From an optimization exercise on the open Yosys and OpenROAD flow, aimed at small area and a short achievable clock period; shortcuts taken in it are not production practice. Only simulation tests tie the RTL to the original design; equivalence was not proved.

File: config.mk
export PLATFORM = sky130hd
export DESIGN_NAME = ray_box_top
export DESIGN_NICKNAME = ray_box_top
export VERILOG_FILES = /design/flow/design.v
export SDC_FILE = /design/flow/constraint.sdc
export NUM_CORES = 4
export LEC_CHECK = 0
export CAP_MARGIN = 20
export CORE_MARGIN = 2
export CORE_UTILIZATION = 40
export SLEW_MARGIN = 20
File: constraint.sdc
create_clock -name core_clock -period 7.0 [get_ports {clk}]
set_input_delay 1.4000 -clock core_clock [delete_from_list [all_inputs] [get_ports {clk}]]
set_output_delay 1.4000 -clock core_clock [all_outputs]
set_load 0.01 [all_outputs]
File: design.v
package fixed_point_pkg;
	localparam int COORD_WIDTH = 16;                       
	localparam int FRAC_BITS   = 8;                        
	localparam int INV_WIDTH   = 16;                       
	localparam int DIFF_WIDTH  = COORD_WIDTH + 1;          
	localparam int T_WIDTH     = DIFF_WIDTH + INV_WIDTH - FRAC_BITS;  
	typedef logic signed [COORD_WIDTH-1:0] coord_t;
	typedef logic signed [INV_WIDTH-1:0]   inv_dir_t;
	typedef logic signed [DIFF_WIDTH-1:0]  diff_t;
	typedef logic signed [T_WIDTH-1:0]     t_t;
	localparam t_t T_POS_INF = {1'b0, {(T_WIDTH-1){1'b1}}};
	localparam t_t T_NEG_INF = {1'b1, {(T_WIDTH-1){1'b0}}};
endpackage
package ray_pipe_pkg;
	localparam int AXIS_COUNT = 3;   
	localparam int SLAB_LATENCY   = 3;  
	localparam int REDUCE_LATENCY = 2;  
	localparam int TOTAL_LATENCY = SLAB_LATENCY + REDUCE_LATENCY;
endpackage
`timescale 1ns/1ns
module delay_line #(
	parameter int  WIDTH     = 1,
	parameter int  DEPTH     = 1
) (
	input  logic     clk,
	input  logic     rst,
	input  logic [WIDTH-1:0] d,
	output logic [WIDTH-1:0] q
);
	logic [WIDTH-1:0] stages [DEPTH];    
	always_ff @(posedge clk or posedge rst) begin
		if (rst) begin
			for (int i = 0; i < DEPTH; i++) begin
				stages[i] <= '0;
			end
		end else begin
			stages[0] <= d;
			for (int i = 1; i < DEPTH; i++) begin
				stages[i] <= stages[i-1];  
			end
		end
	end
	assign q = stages[DEPTH-1];
endmodule
`timescale 1ns/1ns
module slab_axis (
	input  logic                       clk,
	input  logic                       rst,
	input  fixed_point_pkg::coord_t    origin,
	input  fixed_point_pkg::coord_t    box_min,
	input  fixed_point_pkg::coord_t    box_max,
	input  fixed_point_pkg::inv_dir_t  inv_dir,
	input  logic                       parallel,
	output fixed_point_pkg::t_t        t_min,
	output fixed_point_pkg::t_t        t_max,
	output logic                       outside
);
	fixed_point_pkg::diff_t    diff_min_q;
	fixed_point_pkg::diff_t    diff_max_q;
	logic                      inside_q1;
	fixed_point_pkg::inv_dir_t inv_dir_d;
	logic                      parallel_d;
	logic signed [fixed_point_pkg::DIFF_WIDTH+fixed_point_pkg::INV_WIDTH-1:0] prod_min;
	logic signed [fixed_point_pkg::DIFF_WIDTH+fixed_point_pkg::INV_WIDTH-1:0] prod_max;
	fixed_point_pkg::t_t       t_lo_q;
	fixed_point_pkg::t_t       t_hi_q;
	logic                      inv_neg_q;
	logic                      inside_q2;
	delay_line #(
		.WIDTH     (fixed_point_pkg::INV_WIDTH),
		.DEPTH     (ray_pipe_pkg::SLAB_LATENCY - 2)
	) u_inv_dir_dly (
		.clk (clk),
		.rst (rst),
		.d   (inv_dir),
		.q   (inv_dir_d)    
	);
	delay_line #(
		.WIDTH     (1),
		.DEPTH     (ray_pipe_pkg::SLAB_LATENCY - 1)
	) u_parallel_dly (
		.clk (clk),
		.rst (rst),
		.d   (parallel),
		.q   (parallel_d)   
	);
	always_ff @(posedge clk or posedge rst) begin
		if (rst) begin
			diff_min_q <= '0;
			diff_max_q <= '0;
			inside_q1  <= 1'b0;
		end else begin
			diff_min_q <= box_min - origin;    
			diff_max_q <= box_max - origin;
			inside_q1  <= (box_min <= origin) && (origin <= box_max);
		end
	end
	always_comb begin
		prod_min = diff_min_q * inv_dir_d;   
		prod_max = diff_max_q * inv_dir_d;
	end
	always_ff @(posedge clk or posedge rst) begin
		if (rst) begin
			t_lo_q    <= '0;
			t_hi_q    <= '0;
			inv_neg_q <= 1'b0;
			inside_q2 <= 1'b0;
		end else begin
			t_lo_q    <= prod_min[$high(prod_min):fixed_point_pkg::FRAC_BITS];
			t_hi_q    <= prod_max[$high(prod_max):fixed_point_pkg::FRAC_BITS];
			inv_neg_q <= inv_dir_d[fixed_point_pkg::INV_WIDTH-1];
			inside_q2 <= inside_q1;
		end
	end
	always_ff @(posedge clk or posedge rst) begin
		if (rst) begin
			t_min   <= '0;
			t_max   <= '0;
			outside <= 1'b0;
		end else if (parallel_d) begin
			t_min   <= fixed_point_pkg::T_NEG_INF;  
			t_max   <= fixed_point_pkg::T_POS_INF;
			outside <= ~inside_q2;                  
		end else begin
			outside <= 1'b0;
			if (inv_neg_q) begin
				t_min <= t_hi_q;    
				t_max <= t_lo_q;
			end else begin
				t_min <= t_lo_q;
				t_max <= t_hi_q;
			end
		end
	end
endmodule
`timescale 1ns/1ns
module slab_reduce (
	input  logic                 clk,
	input  logic                 rst,
	input  fixed_point_pkg::t_t  t_min_x,
	input  fixed_point_pkg::t_t  t_min_y,
	input  fixed_point_pkg::t_t  t_min_z,
	input  fixed_point_pkg::t_t  t_max_x,
	input  fixed_point_pkg::t_t  t_max_y,
	input  fixed_point_pkg::t_t  t_max_z,
	input  logic                 outside_x,
	input  logic                 outside_y,
	input  logic                 outside_z,
	output logic                 hit
);
	logic [ray_pipe_pkg::AXIS_COUNT-1:0] outside_vec;
	logic ymin_gt;      
	logic zmin_gt_y;    
	logic xmin_gt_z;    
	logic ymax_lt;      
	logic zmax_lt_y;    
	logic xmax_lt_z;    
	fixed_point_pkg::t_t tnear;
	fixed_point_pkg::t_t tfar;
	fixed_point_pkg::t_t tnear_q;
	fixed_point_pkg::t_t tfar_q;
	logic                any_outside_q;
	assign outside_vec = {outside_z, outside_y, outside_x};
	assign ymin_gt   = t_min_y > t_min_x;
	assign zmin_gt_y = t_min_z > t_min_y;
	assign xmin_gt_z = t_min_x > t_min_z;
	assign ymax_lt   = t_max_y < t_max_x;
	assign zmax_lt_y = t_max_z < t_max_y;
	assign xmax_lt_z = t_max_x < t_max_z;
	always_comb begin
		if (ymin_gt) begin
			tnear = zmin_gt_y ? t_min_z : t_min_y;
		end else begin
			tnear = xmin_gt_z ? t_min_x : t_min_z;  
		end
		if (ymax_lt) begin
			tfar = zmax_lt_y ? t_max_z : t_max_y;
		end else begin
			tfar = xmax_lt_z ? t_max_x : t_max_z;
		end
	end
	always_ff @(posedge clk or posedge rst) begin
		if (rst) begin
			tnear_q       <= '0;
			tfar_q        <= '0;
			any_outside_q <= 1'b0;
		end else begin
			tnear_q       <= tnear;
			tfar_q        <= tfar;
			any_outside_q <= |outside_vec;   
		end
	end
	always_ff @(posedge clk or posedge rst) begin
		if (rst) begin
			hit <= 1'b0;
		end else begin
			hit <= ~any_outside_q && (tfar_q >= tnear_q) && (tfar_q > 0);  
		end
	end
endmodule
`timescale 1ns/1ns
module ray_box_top (
	input  logic                       clk,
	input  logic                       rst,
	input  fixed_point_pkg::coord_t    origin_x,
	input  fixed_point_pkg::coord_t    origin_y,
	input  fixed_point_pkg::coord_t    origin_z,
	input  fixed_point_pkg::coord_t    box_min_x,
	input  fixed_point_pkg::coord_t    box_min_y,
	input  fixed_point_pkg::coord_t    box_min_z,
	input  fixed_point_pkg::coord_t    box_max_x,
	input  fixed_point_pkg::coord_t    box_max_y,
	input  fixed_point_pkg::coord_t    box_max_z,
	input  fixed_point_pkg::inv_dir_t  inv_dir_x,
	input  fixed_point_pkg::inv_dir_t  inv_dir_y,
	input  fixed_point_pkg::inv_dir_t  inv_dir_z,
	input  logic                       parallel_x,
	input  logic                       parallel_y,
	input  logic                       parallel_z,
	output logic                       hit
);
	fixed_point_pkg::t_t t_min   [ray_pipe_pkg::AXIS_COUNT];
	fixed_point_pkg::t_t t_max   [ray_pipe_pkg::AXIS_COUNT];
	logic                outside [ray_pipe_pkg::AXIS_COUNT];
	slab_axis u_axis_x (
		.clk      (clk),
		.rst      (rst),
		.origin   (origin_x),
		.box_min  (box_min_x),
		.box_max  (box_max_x),
		.inv_dir  (inv_dir_x),
		.parallel (parallel_x),
		.t_min    (t_min[0]),
		.t_max    (t_max[0]),
		.outside  (outside[0])
	);
	slab_axis u_axis_y (
		.clk      (clk),
		.rst      (rst),
		.origin   (origin_y),
		.box_min  (box_min_y),
		.box_max  (box_max_y),
		.inv_dir  (inv_dir_y),
		.parallel (parallel_y),
		.t_min    (t_min[1]),
		.t_max    (t_max[1]),
		.outside  (outside[1])
	);
	slab_axis u_axis_z (
		.clk      (clk),
		.rst      (rst),
		.origin   (origin_z),
		.box_min  (box_min_z),
		.box_max  (box_max_z),
		.inv_dir  (inv_dir_z),
		.parallel (parallel_z),
		.t_min    (t_min[2]),
		.t_max    (t_max[2]),
		.outside  (outside[2])
	);
	slab_reduce u_reduce (
		.clk       (clk),
		.rst       (rst),
		.t_min_x   (t_min[0]),
		.t_min_y   (t_min[1]),
		.t_min_z   (t_min[2]),
		.t_max_x   (t_max[0]),
		.t_max_y   (t_max[1]),
		.t_max_z   (t_max[2]),
		.outside_x (outside[0]),
		.outside_y (outside[1]),
		.outside_z (outside[2]),
		.hit       (hit)
	);
endmodule
File: run.sh
#!/bin/bash
# synth_recipe.tcl (not shown) runs the flow's synth.tcl, then flattens the netlist and writes it again
# the make line also repeats each setting of config.mk as NAME=value (left out here)
make -C /OpenROAD-flow-scripts/flow DESIGN_CONFIG=/design/flow/config.mk WORK_HOME=/design/flow/orfs CLKGATE_MAP_FILE= SYNTH_SCRIPT=/design/flow/synth_recipe.tcl finish
==> run_results.csv <==
group,metric,value,unit
status,status,"finished clean",
global_routing,antenna_found_initial,7,
yosys,synth_area,0.0843,sq mm
place,io_buffer_count,197,
yosys,ys_seq_elements,520,
route,drtPass1Iterations,6,
clock_network,cts_root_buffer,"clkbuf_16",
setup_path,cp.arrival,7.30,ns
yosys,async_flop_share,100,%
yosys,synth_edf_count,0,
die,io-pin-count,198,
global_routing,grt_max_degree,158,
yosys,yosysWarningCount,10,
yosys,synth_simple_gate_area_share,13.6,%
clock_network,clock_path_buffers,3,
final_layout,layout_commonest_cell,"inv_1",
final_layout,syn2layout_area_growth,9.94,%
final_layout,final_cell_mix,"inv_1 (2088), fa_1 (1655), nand2_1 (857)",
route,vias_per_cell,4.97,
global_routing,grt_pass1_wl,353,mm
die,die_area,0.214,sq mm
global_routing,track_usage,20.7,%
route,wl_per_cell,18.2,um
die,die_y,463,um
yosys,syn_inst,8731,
timing,slew_headroom,26.4,%
route,drtAntennaViolNets,0,
worst_hold_path,hp-class,"flop to flop",
route,drt_wl_total,213,mm
timing,worst_pin_slew,1.10,ns
yosys,synth_area_leaders,"fa_1 (39%), dfrtp_1 (15%), ha_1 (11%)",
die,row_count,168,
timing,slew_viol_final,0,
yosys,synth.area.mux_share,0.914,%
yosys,synth_fa_ha_area_share,50.6,%
clock_network,cts_sinks,520,
global_routing,grt_overflow,0,
clock_network,cts_tree,"done",
global_routing,grt_pass1_vias,64560,
timing,finClkSkew,0.0418,ns
place,dpl.hpwl,176,mm
clock_network,h-tree-depth,3,
setup_path,worstSetupPathType,"flop to flop",
setup_path,critPathCaptureType,"flop",
flow_run,cap_violations,0,
timing,finalSetupViolations,0,
yosys,yosys_most_used_dff,"dfrtp_1",
timing,fmax,149,MHz
yosys,synth.net_count,11344,
yosys,synth_compound_area_share,6.21,%
setup_path,worst_setup_path_start_kind,"flop",
yosys,yosysTopAreaCell,"fa_1",
route,drcViolationCount,0,
setup_path,cp_data_required_time,7.58,ns
die,die_x,463,um
yosys,synth_cell_types,71,
yosys,synth_top_area_share,39.3,%
setup_path,ff2ff_path_depth,20,
yosys,synth-xor-area-share,2.62,%
yosys,syn_avg_cell_area,9.66,sq um
clock_network,cts_made_buffers,68,
final_layout,nets,11485,
yosys,synth_top_family_by_area,"adder cells",
timing,finalHoldViolCount,0,
die,placeableCoreArea,0.210,sq mm
clock_network,cts.clk_slew.worst_paths,0.06,ns
route,vias,58264,
timing,setup_tns,0,ns
setup_path,path_max_fanout,24,
place,place.gp.congestion,0.906,
timing,min_period_over_period,95.9,%
timing,fin_crit,6.71,ns
final_layout,drive_gt1_share,4.02,%
worst_hold_path,hold_depth,0,
yosys,yosysSeqAreaShare,15.4,%
route,drt_iter0_drc,3509,
clock_network,clkLatencyLatePin,0.68,ns
die,start_util,40.2,%
-- cell type report --
cell class                 count  area (sq um)
antenna                        6          15.0
clock inverter                29           368
sequential                   520         13100
inverter                    2092          7860
tap                         2805          3510
multi-input combinational   5813         62300
clock buffer                  90          1950
fill                       20191        117000
timing repair buffer         377          3610
-- final timing paths --
| path | slack (ns) | end | startpoint |
|---|---|---|---|
| worst min-delay path | 0.34 | u_axis_x.inside_q2$_DFF_PP0_ | u_axis_x.inside_q1$_DFF_PP0_ |
| worst min register to register | 0.34 | u_axis_x.inside_q2$_DFF_PP0_ | u_axis_x.inside_q1$_DFF_PP0_ |
| max in group asynchronous | 4.55 | u_axis_y.u_inv_dir_dly.stages[0][10]$_DFF_PP0_ | rst |
| worst max-delay path | 0.29 | u_axis_x.t_hi_q[19]$_DFF_PP0_ | u_axis_x.u_inv_dir_dly.stages[0][8]$_DFF_PP0_ |
| min in group asynchronous | 1.05 | u_axis_x.t_max[1]$_DFF_PP0_ | rst |
| worst max register to register | 0.29 | u_axis_x.t_hi_q[19]$_DFF_PP0_ | u_axis_x.u_inv_dir_dly.stages[0][8]$_DFF_PP0_ |
-- cells in the mapped netlist (58+ instances only) --
cell,n
o21ai_0,103
fa_1,1656
ha_1,760
a211o_1,82
a21oi_1,169
xor2_1,58
nor2b_1,134
dfrtp_1,520
and2_1,757
nor2_1,309
a21o_1,115
xnor2_1,194
clkbuf_1,300
nand2_1,857
mux2i_1,77
inv_1,2089
-- layer usage --
| layer | track usage (%) | wire length, um | vias up | part of all wire (%) |
|---|---|---|---|---|
| li1 | - | - | 26462 | - |
| met1 | 28.0 | 92800 | 30240 | 44 |
| met2 | 35.1 | 104000 | 1327 | 49 |
| met3 | 2.49 | 10600 | 233 | 5.0 |
| met4 | 5.47 | 5480 | 2 | 2.6 |
| met5 | 0 | 14 | - | 0.0066 |
-- state kept, by name (all words and copies together), names as in the netlist, 16 cells and up --
register / cells
u_axis_x.u_inv_dir_dly.stages: 16
u_axis_z.diff_min_q: 17
u_axis_y.diff_max_q: 17
u_axis_x.t_hi_q: 25
u_axis_y.t_max: 25
u_axis_y.u_inv_dir_dly.stages: 16
u_axis_x.t_min: 25
u_axis_z.u_inv_dir_dly.stages: 16
u_axis_y.t_min: 25
u_axis_z.diff_max_q: 17
u_reduce.tnear_q: 25
u_axis_z.t_lo_q: 25
u_axis_z.t_max: 25
u_axis_x.diff_max_q: 17
u_axis_z.t_min: 25
u_axis_x.t_max: 25
u_reduce.tfar_q: 25
u_axis_y.t_hi_q: 25
u_axis_y.diff_min_q: 17
u_axis_z.t_hi_q: 25
u_axis_y.t_lo_q: 25
u_axis_x.t_lo_q: 25
u_axis_x.diff_min_q: 17
-- timing repair --
item / CTS / global route
gates resized for setup: 0 / 38
setup buffers: 0 / 1
endpoints found under the setup margin: 0 / 17
hold endpoints to repair: 0 / 0
hold buffers: 0 / 0
-- worst max-delay path, cell delays in order (launching register included) --
cell	delay, ns
dfrtp_1	0.67
buf_12	0.27
nand2_1	0.10
fa_1	0.51
inv_1	0.05
fa_1	0.49
fa_1	0.61
fa_1	0.45
fa_1	0.49
inv_1	0.05
fa_1	0.47
inv_1	0.04
ha_1	0.31
and4_1	0.24
a221oi_1	0.41
a21boi_2	0.19
a311o_1	0.42
and2_1	0.19
o41a_1	0.36
a21oi_2	0.16
xnor2_1	0.12
-- metrics by stage --
step,setup slack [ns],util [%],std cells,area [sq um],hold slack [ns]
2_1_floorplan,-1.46,-,8731,84300,0.331
3_3_place_gp,0.233,43.1,11605,90300,0.334
3_5_place_dp,0.162,43.1,11605,90300,0.336
4_1_cts,0.113,44.2,11724,92600,0.338
5_1_grt,-0.00543,44.2,11727,92700,0.343
6_report,0.286,44.2,11732,92700,0.340
-- kinds of logic (layout without fill, tap and decap cells) --
group,count (synthesis),after routing
AOI/OAI and AO/OA,765,765
xor gates and xnor gates,252,252
adders and majority gates,2416,2416
buffers and inverters,2398,2588
DFF,520,520
muxes,77,77
other,0,6
and+or+nand+nor,2303,2303

-- re-timing with driven ports --
How much do the figures lean on ideal ports? The routed layout below was timed once more, with nothing changed but the port constraints.
Step 1: set_driving_cell puts a clkbuf_16 on clk and a buf_2 on each other input, an assumption about the parent block.
Step 2 adds t to the input delays and takes it off the output delays; t is the mean of the earliest and latest rising clock arrival at the registers after step 1. Input paths then give back, and output paths get back, about the clock's delay inside the block.
Slacks: no drivers / after step 1 / after step 2; pairs: no drivers / after step 1.
t, ns: 0.744
slack for setup (ns): 0.286 / 0.286 / 0.286
clock arrival spread, ns: 0.042 / 0.042
worst data-port slew with drivers (ns): 0.06
After both steps this run still meets setup and hold. For this run, drivers alone change the setup slack by 0.000 ns; drivers and shift together by 0.000 ns.
